Background: an optimization exercise with open tools, aiming at small area, a short achievable clock period and few clock cycles. Do not read the settings as production practice. Where RTL was checked, it was by simulation tests only, not by an equivalence proof against the original. Power and IR drop assume default switching activity.

==> flow/design.v <==
`default_nettype none
package dlr_pkg;
  localparam int DEFAULT_FRAC_BITS   = 16;
  localparam int DEFAULT_COORD_BITS  = 14;
  localparam int DEFAULT_QUEUE_DEPTH = 4;
  localparam int CFG_W   = 13;
  localparam int IDX_W   = 24;
  localparam int COLOR_W = 32;
  localparam logic [CFG_W-1:0] RESET_SCREEN_WIDTH  = 13'd1280;
  localparam logic [CFG_W-1:0] RESET_SCREEN_HEIGHT = 13'd720;
  typedef enum logic {
    ACT_START   = 1'b0,
    ACT_ADVANCE = 1'b1
  } action_e;
  typedef enum logic {
    CFG_SCREEN_WIDTH  = 1'b0,
    CFG_SCREEN_HEIGHT = 1'b1
  } cfg_reg_e;
endpackage
`default_nettype wire
`default_nettype none
module dda_line_rasterizer #(
  parameter int FRAC_BITS   = dlr_pkg::DEFAULT_FRAC_BITS,
  parameter int COORD_BITS  = dlr_pkg::DEFAULT_COORD_BITS,
  parameter int QUEUE_DEPTH = dlr_pkg::DEFAULT_QUEUE_DEPTH
) (
  input  wire logic                         clk_i,
  input  wire logic                         rst_ni,
  input  wire logic                         cfg_we_i,
  input  wire logic                         cfg_index_i,
  input  wire logic [dlr_pkg::CFG_W-1:0]    cfg_wdata_i,
  input  wire logic                         in_valid_i,
  output      logic                         in_stall_o,
  input  wire logic                         action_i,
  input  wire logic signed [COORD_BITS-1:0] x_start_i,
  input  wire logic signed [COORD_BITS-1:0] y_start_i,
  input  wire logic signed [COORD_BITS-1:0] x_end_i,
  input  wire logic signed [COORD_BITS-1:0] y_end_i,
  input  wire logic [dlr_pkg::COLOR_W-1:0]  line_color_i,
  output      logic                         out_valid_o,
  input  wire logic                         out_stall_i,
  output      logic signed [COORD_BITS-1:0] pixel_x_o,
  output      logic signed [COORD_BITS-1:0] pixel_y_o,
  output      logic [dlr_pkg::IDX_W-1:0]    pixel_addr_o,
  output      logic [dlr_pkg::COLOR_W-1:0]  pixel_color_o,
  output      logic                         write_enable_o,
  output      logic                         last_pixel_o
);
  localparam int CRW     = 5;                        
  localparam int CR_STOP = (1 << CRW) - 3;           
  localparam int PH_RDY  = 19;                       
  logic [12:0] w_q, h_q;
  always_ff @(posedge clk_i or negedge rst_ni) begin
    if (!rst_ni) begin
      w_q <= dlr_pkg::RESET_SCREEN_WIDTH;
      h_q <= dlr_pkg::RESET_SCREEN_HEIGHT;
    end else if (cfg_we_i) begin
      if (cfg_index_i) h_q <= cfg_wdata_i;
      else             w_q <= cfg_wdata_i;
    end
  end
  logic            in_stall_q;
  logic            ir_v;                  
  logic            n_v;                   
  logic            a_act;                 
  logic            a_first;               
  logic [CRW-1:0]  cr_n, cr_a;            
  logic [4:0]      n_ph;                  
  logic signed [13:0] ir_xs, ir_ys, ir_xe, ir_ye;
  logic [31:0]        ir_col;
  logic signed [13:0] n_xs, n_ys;
  logic [31:0]        n_col;
  logic [14:0]        n_ra, n_rb;         
  logic               n_sx, n_sy, n_xmaj;
  logic [16:0]        n_q;                
  logic [23:0]        n_acc;              
  logic signed [13:0] a_x, a_y;           
  logic [23:0]        a_yw;               
  logic [15:0]        a_g;                
  logic               a_mv;               
  logic               a_tie;              
  logic [13:0]        a_cnt;              
  logic               a_lst;              
  logic [15:0]        a_qx;               
  logic               a_cin, a_neg, a_sx, a_sy, a_xmaj;
  logic acc_w, st_w, adv_w;
  assign in_stall_o = in_stall_q;
  assign acc_w = in_valid_i & ~in_stall_q;
  assign st_w  = acc_w & ~action_i;
  assign adv_w = acc_w & action_i;
  always_ff @(posedge clk_i) begin
    if (!ir_v) begin
      ir_xs  <= x_start_i;
      ir_ys  <= y_start_i;
      ir_xe  <= x_end_i;
      ir_ye  <= y_end_i;
      ir_col <= line_color_i;
    end
  end
  logic        n_rdy, ld;
  logic        n_neg;
  logic [15:0] n_qx;
  logic        n_cin;
  logic [14:0] dx_w, dy_w, rem2;
  logic        ge;
  logic        wbit_q;
  assign n_rdy = (n_ph == 5'(PH_RDY));
  assign ld    = ir_v & ~n_v & ~(a_act & a_first);
  assign n_neg = n_xmaj ? n_sy : n_sx;
  assign n_qx  = n_q[16:1];
  assign n_cin = n_q[0];
  assign dx_w = {ir_xe[13], ir_xe} - {ir_xs[13], ir_xs};
  assign dy_w = {ir_ye[13], ir_ye} - {ir_ys[13], ir_ys};
  logic [16:0] nr_x;
  assign nr_x = {n_rb[14:0], 1'b0, 1'b1} +
                {({2'b00, n_ra[13:0]} ^ {16{~n_rb[14]}}), ~n_rb[14]};
  assign rem2 = nr_x[15:1];
  assign ge   = ~nr_x[16];
  always_ff @(posedge clk_i) begin
    if (ld) begin
      n_ph  <= '0;
      n_xs  <= ir_xs;
      n_ys  <= ir_ys;
      n_col <= ir_col;
      n_ra  <= dx_w;
      n_rb  <= dy_w;
      n_acc <= '0;
      wbit_q <= w_q[12];
    end else begin
      if (!n_rdy) n_ph <= n_ph + 5'd1;
      if (n_ph <= 5'd12) begin
        n_acc <= {n_acc[22:0], 1'b0} + (wbit_q ? {{10{n_ys[13]}}, n_ys} : 24'd0);
      end
      wbit_q <= (n_ph <= 5'd11) ? w_q[4'(5'd11 - n_ph)] : 1'b0;
      if (n_ph == 5'd0) begin
        n_sx <= n_ra[14];
        n_sy <= n_rb[14];
        n_ra <= n_ra[14] ? -n_ra : n_ra;
        n_rb <= n_rb[14] ? -n_rb : n_rb;
      end else if (n_ph == 5'd1) begin
        n_xmaj <= (n_ra >= n_rb);
        n_ra   <= (n_ra >= n_rb) ? n_ra : n_rb;
        n_rb   <= (n_ra >= n_rb) ? n_rb : n_ra;
      end else if (!n_rdy) begin
        n_rb <= rem2;
        n_q  <= {n_q[15:0], ge ^ n_neg};    
      end
    end
  end
  logic        b_free, a_emit, a_last, newer, aband, load_sel, a_en, xfer;
  logic [17:0] gsum_x;
  logic [16:0] gsum;
  logic [16:0] g1_x;
  logic [15:0] g1;
  logic        c1;
  logic [14:0] yw_lo;
  logic [13:0] ad_lo;
  logic [10:0] yw_hi_inc, yw_hi_dec, yw_hi_nx;
  logic        r_le0, r_le1, r_neg, r_nxt_le0, tie_nxt;
  logic signed [13:0] a_min;
  logic [23:0] yw_plus;
  logic signed [13:0] x_out, y_out;
  logic        vis;
  logic [23:0] addr_w;
  logic signed [13:0] x_step, y_step;
  logic [23:0] yw_step;
  logic        y_moves;
  assign b_free   = ~out_valid_o | ~out_stall_i;
  assign a_last   = a_lst;
  assign newer    = n_v | ir_v;
  assign aband    = a_act & (cr_a == '0) & newer;
  assign a_emit   = a_act & (cr_a != '0) & b_free;
  assign load_sel = ~a_act | a_last;
  assign a_en     = a_emit | ~a_act;
  assign xfer     = a_en & load_sel & n_v & n_rdy;
  assign g1_x = {1'b0, ~n_qx[15], n_qx[14:0]} + 17'(n_cin);
  assign g1   = g1_x[15:0];
  assign c1   = n_qx[15] | g1_x[16];
  assign gsum_x = {1'b0, a_g, a_cin} + {1'b0, a_qx, a_cin};
  assign gsum   = gsum_x[17:1];
  assign y_moves = a_xmaj ? a_mv : 1'b1;
  assign x_step  = (a_xmaj | a_mv) ? (a_sx ? a_x - 14'sd1 : a_x + 14'sd1) : a_x;
  assign y_step  = y_moves ? (a_sy ? a_y - 14'sd1 : a_y + 14'sd1) : a_y;
  assign yw_hi_inc = a_yw[23:13] + 11'd1;
  assign yw_hi_dec = a_yw[23:13] - 11'd1;
  assign yw_lo     = {1'b0, a_yw[12:0], 1'b1} + {1'b0, w_q ^ {13{a_sy}}, a_sy};
  assign yw_hi_nx  = (yw_lo[14] ^ a_sy) ? (a_sy ? yw_hi_dec : yw_hi_inc) : a_yw[23:13];
  assign yw_plus   = {yw_hi_nx, yw_lo[13:1]};
  assign yw_step = y_moves ? yw_plus : a_yw;
  assign a_min     = a_xmaj ? a_y : a_x;
  assign r_neg     = a_min[13];
  assign r_le0     = r_neg | (a_min == 14'sd0);
  assign r_le1     = r_le0 | (a_min == 14'sd1);
  assign r_nxt_le0 = a_mv ? (a_neg ? r_le1 : r_neg) : r_le0;
  assign tie_nxt   = (a_g == 16'd0) & r_nxt_le0;
  always_ff @(posedge clk_i) begin
    if (a_en) begin
      if (load_sel) begin
        a_x    <= n_xs;
        a_y    <= n_ys;
        a_yw   <= n_acc;
        a_tie  <= 1'b0;
        a_cnt  <= n_ra[13:0];
        a_lst  <= (n_ra[13:0] == 14'd0);
        a_qx   <= n_qx;
        a_cin  <= n_cin;
        a_neg  <= n_neg;
        a_sx   <= n_sx;
        a_sy   <= n_sy;
        a_xmaj <= n_xmaj;
      end else begin
        a_x    <= x_step;
        a_y    <= y_step;
        a_yw   <= yw_step;
        a_tie  <= tie_nxt;
        a_cnt  <= a_cnt - 14'd1;
        a_lst  <= (a_cnt == 14'd1);
      end
      a_g  <= load_sel ? g1 : gsum[15:0];
      a_mv <= load_sel ? (c1 ^ n_neg) : (gsum[16] ^ a_neg);
    end
  end
  assign x_out = (a_tie & ~a_xmaj) ? a_x - 14'sd1 : a_x;
  assign y_out = (a_tie &  a_xmaj) ? a_y - 14'sd1 : a_y;
  assign vis   = ~a_tie & ~a_x[13] & ~a_y[13] &
                 (a_x[12:0] < w_q) & (a_y[12:0] < h_q);
  assign ad_lo  = {1'b0, a_yw[12:0]} + {1'b0, a_x[12:0]};
  assign addr_w = vis ? {(ad_lo[13] ? yw_hi_inc : a_yw[23:13]), ad_lo[12:0]} : 24'd0;
  always_ff @(posedge clk_i) begin
    if (a_emit) begin
      pixel_x_o      <= x_out;
      pixel_y_o      <= y_out;
      pixel_addr_o   <= addr_w;
      write_enable_o <= vis;
      last_pixel_o   <= a_last;
      if (a_first) pixel_color_o <= n_col;
    end
  end
  logic            n_v_d, ir_v_d;
  logic [CRW-1:0]  cr_n_d, cr_a_d;
  logic            adv_n, adv_a;
  assign adv_n  = adv_w & n_v;
  assign adv_a  = adv_w & ~n_v & a_act;
  assign n_v_d  = (n_v & ~xfer) | ld;
  assign ir_v_d = (ir_v & ~ld) | st_w;
  logic [CRW-1:0]  cr_n_p1, cr_a_p1, cr_a_m1;
  assign cr_n_p1 = cr_n + CRW'(1);
  assign cr_a_p1 = cr_a + CRW'(1);
  assign cr_a_m1 = cr_a - CRW'(1);
  always_comb begin
    if (xfer)                  cr_a_d = adv_n ? cr_n_p1 : cr_n;
    else if ((a_en & load_sel) | aband) cr_a_d = '0;
    else if (adv_a & ~a_emit)  cr_a_d = cr_a_p1;
    else if (a_emit & ~adv_a)  cr_a_d = cr_a_m1;
    else                       cr_a_d = cr_a;
    cr_n_d = (xfer | ld) ? '0 : (adv_n ? cr_n_p1 : cr_n);
  end
  always_ff @(posedge clk_i or negedge rst_ni) begin
    if (!rst_ni) begin
      in_stall_q  <= 1'b0;
      ir_v        <= 1'b0;
      n_v         <= 1'b0;
      a_act       <= 1'b0;
      a_first     <= 1'b0;
      cr_n        <= '0;
      cr_a        <= '0;
      out_valid_o <= 1'b0;
    end else begin
      ir_v        <= ir_v_d;
      n_v         <= n_v_d;
      cr_n        <= cr_n_d;
      cr_a        <= cr_a_d;
      in_stall_q  <= ir_v_d | (n_v ? (cr_n >= CRW'(CR_STOP)) : (cr_a >= CRW'(CR_STOP)));
      out_valid_o <= a_emit | (out_valid_o & out_stall_i);
      if (a_en & load_sel) begin
        a_act   <= n_v & n_rdy;
        a_first <= 1'b1;
      end else if (aband) begin
        a_act   <= 1'b0;
      end else if (a_emit) begin
        a_first <= 1'b0;
      end
    end
  end
endmodule
`default_nettype wire
clock: 8.0 ns
lec_check: 0
cap_margin: 20
core_margin: 2
core_utilization: 40
cts_cluster_diameter: 120
cts_cluster_size: 24
setup_slack_margin: 5
slew_margin: 20
standard.sh (not shown) runs the stock make flow with config.mk's settings and CLKGATE_MAP_FILE= SYNTH_SCRIPT=/design/flow/synth_recipe.tcl, a recipe that flattens the netlist after the stock synthesis.
==> flow/flow/run.sh <==
#!/bin/bash
# Standard layout, with the port buffers chosen explicitly.
export BUFFER_PORTS_ARGS="-buffer_cell sky130_fd_sc_hd__buf_1"
bash standard.sh > standard.log 2>&1
Testbench counts at the start, summed over its fixed seeds: cycles 107,989.
==> next run, changes <==
--- a/flow/design.v
+++ b/flow/design.v
@@ -61,6 +61,8 @@
   end
   logic            in_stall_q;
   logic            ir_v;                  
+  logic            ir_cdone;              
+  logic            n_colok;               
   logic            n_v;                   
   logic            a_act;                 
   logic            a_first;               
@@ -73,7 +75,7 @@
   logic [14:0]        n_ra, n_rb;         
   logic               n_sx, n_sy, n_xmaj;
   logic [16:0]        n_q;                
-  logic [23:0]        n_acc;              
+  logic [27:0]        n_acc;              
   logic signed [13:0] a_x, a_y;           
   logic [23:0]        a_yw;               
   logic [15:0]        a_g;                
@@ -97,15 +99,18 @@
       ir_col <= line_color_i;
     end
   end
-  logic        n_rdy, ld;
+  logic        n_rdy, ld, ld_col;
   logic        n_neg;
   logic [15:0] n_qx;
   logic        n_cin;
   logic [14:0] dx_w, dy_w, rem2;
   logic        ge;
   logic        wbit_q;
+  logic [14:0] mul_s;
   assign n_rdy = (n_ph == 5'(PH_RDY));
-  assign ld    = ir_v & ~n_v & ~(a_act & a_first);
+  assign mul_s = n_acc[27:13] + (wbit_q ? {n_ys[13], n_ys} : 15'd0);
+  assign ld     = ir_v & ~ir_cdone & ~n_v;
+  assign ld_col = ir_v & ir_cdone & ~(a_act & a_first);
   assign n_neg = n_xmaj ? n_sy : n_sx;
   assign n_qx  = n_q[16:1];
   assign n_cin = n_q[0];
@@ -117,21 +122,23 @@
   assign rem2 = nr_x[15:1];
   assign ge   = ~nr_x[16];
   always_ff @(posedge clk_i) begin
+    if (ld_col) n_col <= ir_col;
+  end
+  always_ff @(posedge clk_i) begin
     if (ld) begin
       n_ph  <= '0;
       n_xs  <= ir_xs;
       n_ys  <= ir_ys;
-      n_col <= ir_col;
       n_ra  <= dx_w;
       n_rb  <= dy_w;
       n_acc <= '0;
-      wbit_q <= w_q[12];
+      wbit_q <= w_q[0];
     end else begin
       if (!n_rdy) n_ph <= n_ph + 5'd1;
       if (n_ph <= 5'd12) begin
-        n_acc <= {n_acc[22:0], 1'b0} + (wbit_q ? {{10{n_ys[13]}}, n_ys} : 24'd0);
-      end
-      wbit_q <= (n_ph <= 5'd11) ? w_q[4'(5'd11 - n_ph)] : 1'b0;
+        n_acc <= {mul_s[14], mul_s, n_acc[12:1]};
+      end
+      wbit_q <= (n_ph <= 5'd11) ? w_q[4'(n_ph + 5'd1)] : 1'b0;
       if (n_ph == 5'd0) begin
         n_sx <= n_ra[14];
         n_sy <= n_rb[14];
@@ -172,7 +179,7 @@
   assign a_emit   = a_act & (cr_a != '0) & b_free;
   assign load_sel = ~a_act | a_last;
   assign a_en     = a_emit | ~a_act;
-  assign xfer     = a_en & load_sel & n_v & n_rdy;
+  assign xfer     = a_en & load_sel & n_v & n_rdy & n_colok;
   assign g1_x = {1'b0, ~n_qx[15], n_qx[14:0]} + 17'(n_cin);
   assign g1   = g1_x[15:0];
   assign c1   = n_qx[15] | g1_x[16];
@@ -198,7 +205,7 @@
       if (load_sel) begin
         a_x    <= n_xs;
         a_y    <= n_ys;
-        a_yw   <= n_acc;
+        a_yw   <= n_acc[23:0];
         a_tie  <= 1'b0;
         a_cnt  <= n_ra[13:0];
         a_lst  <= (n_ra[13:0] == 14'd0);
@@ -242,7 +249,7 @@
   assign adv_n  = adv_w & n_v;
   assign adv_a  = adv_w & ~n_v & a_act;
   assign n_v_d  = (n_v & ~xfer) | ld;
-  assign ir_v_d = (ir_v & ~ld) | st_w;
+  assign ir_v_d = (ir_v & ~ld_col) | st_w;
   logic [CRW-1:0]  cr_n_p1, cr_a_p1, cr_a_m1;
   assign cr_n_p1 = cr_n + CRW'(1);
   assign cr_a_p1 = cr_a + CRW'(1);
@@ -259,6 +266,8 @@
     if (!rst_ni) begin
       in_stall_q  <= 1'b0;
       ir_v        <= 1'b0;
+      ir_cdone    <= 1'b0;
+      n_colok     <= 1'b0;
       n_v         <= 1'b0;
       a_act       <= 1'b0;
       a_first     <= 1'b0;
@@ -267,6 +276,10 @@
       out_valid_o <= 1'b0;
     end else begin
       ir_v        <= ir_v_d;
+      if (ld)          ir_cdone <= 1'b1;
+      else if (ld_col) ir_cdone <= 1'b0;
+      if (ld)          n_colok  <= 1'b0;
+      else if (ld_col) n_colok  <= 1'b1;
       n_v         <= n_v_d;
       cr_n        <= cr_n_d;
       cr_a        <= cr_a_d;
The new run ran to the end with no violations; setup slack loses 0.067 ns; via count barely changes; final area grows by 0.39%; clock power falls by about 4%; sequential share of layout area goes up by 0.20 points; clock-buffer cell count does not change; synthesized area barely changes; sequential power shrinks by 43%; register-to-register slack is worse by 0.07 ns; routed wire length falls by 0.90%; utilization rose by 0.26 points; clock skew went down by 0.011 ns.
The RTL of the second run of this note was laid out without a check of its function.

re-timing with driven ports:
The flow's constraints put no driver on any port. The routed layouts listed below were extracted and timed again, unchanged, in two steps.
Step 1 sets driving cells, clkbuf_16 on the clock port and buf_2 on the other inputs (assumed; they add their load-dependent delay and slew).
Step 2 moves the port delays by t, midway between the first and last clock arrival at a register: inputs arrive t later, outputs are due t later. That takes back most of the time a late clock gives input paths.
Three values: ideal ports, drivers, drivers and shift; two values: the first two.
run | t (ns) | setup slack, ns | latest minus earliest clock arrival (ns) | pins driven straight from the clock port
the first run | 0.643 | 5.047 / 5.047 / 4.471 | 0.039 / 0.039 | 1
the second run | 0.639 | 4.980 / 4.980 / 4.412 | 0.024 / 0.025 | 1
After both steps setup and hold are still met in every run listed. The setup slack of the first run, which loses most, moves by 0.000 ns with the drivers and by -0.576 ns with both steps.
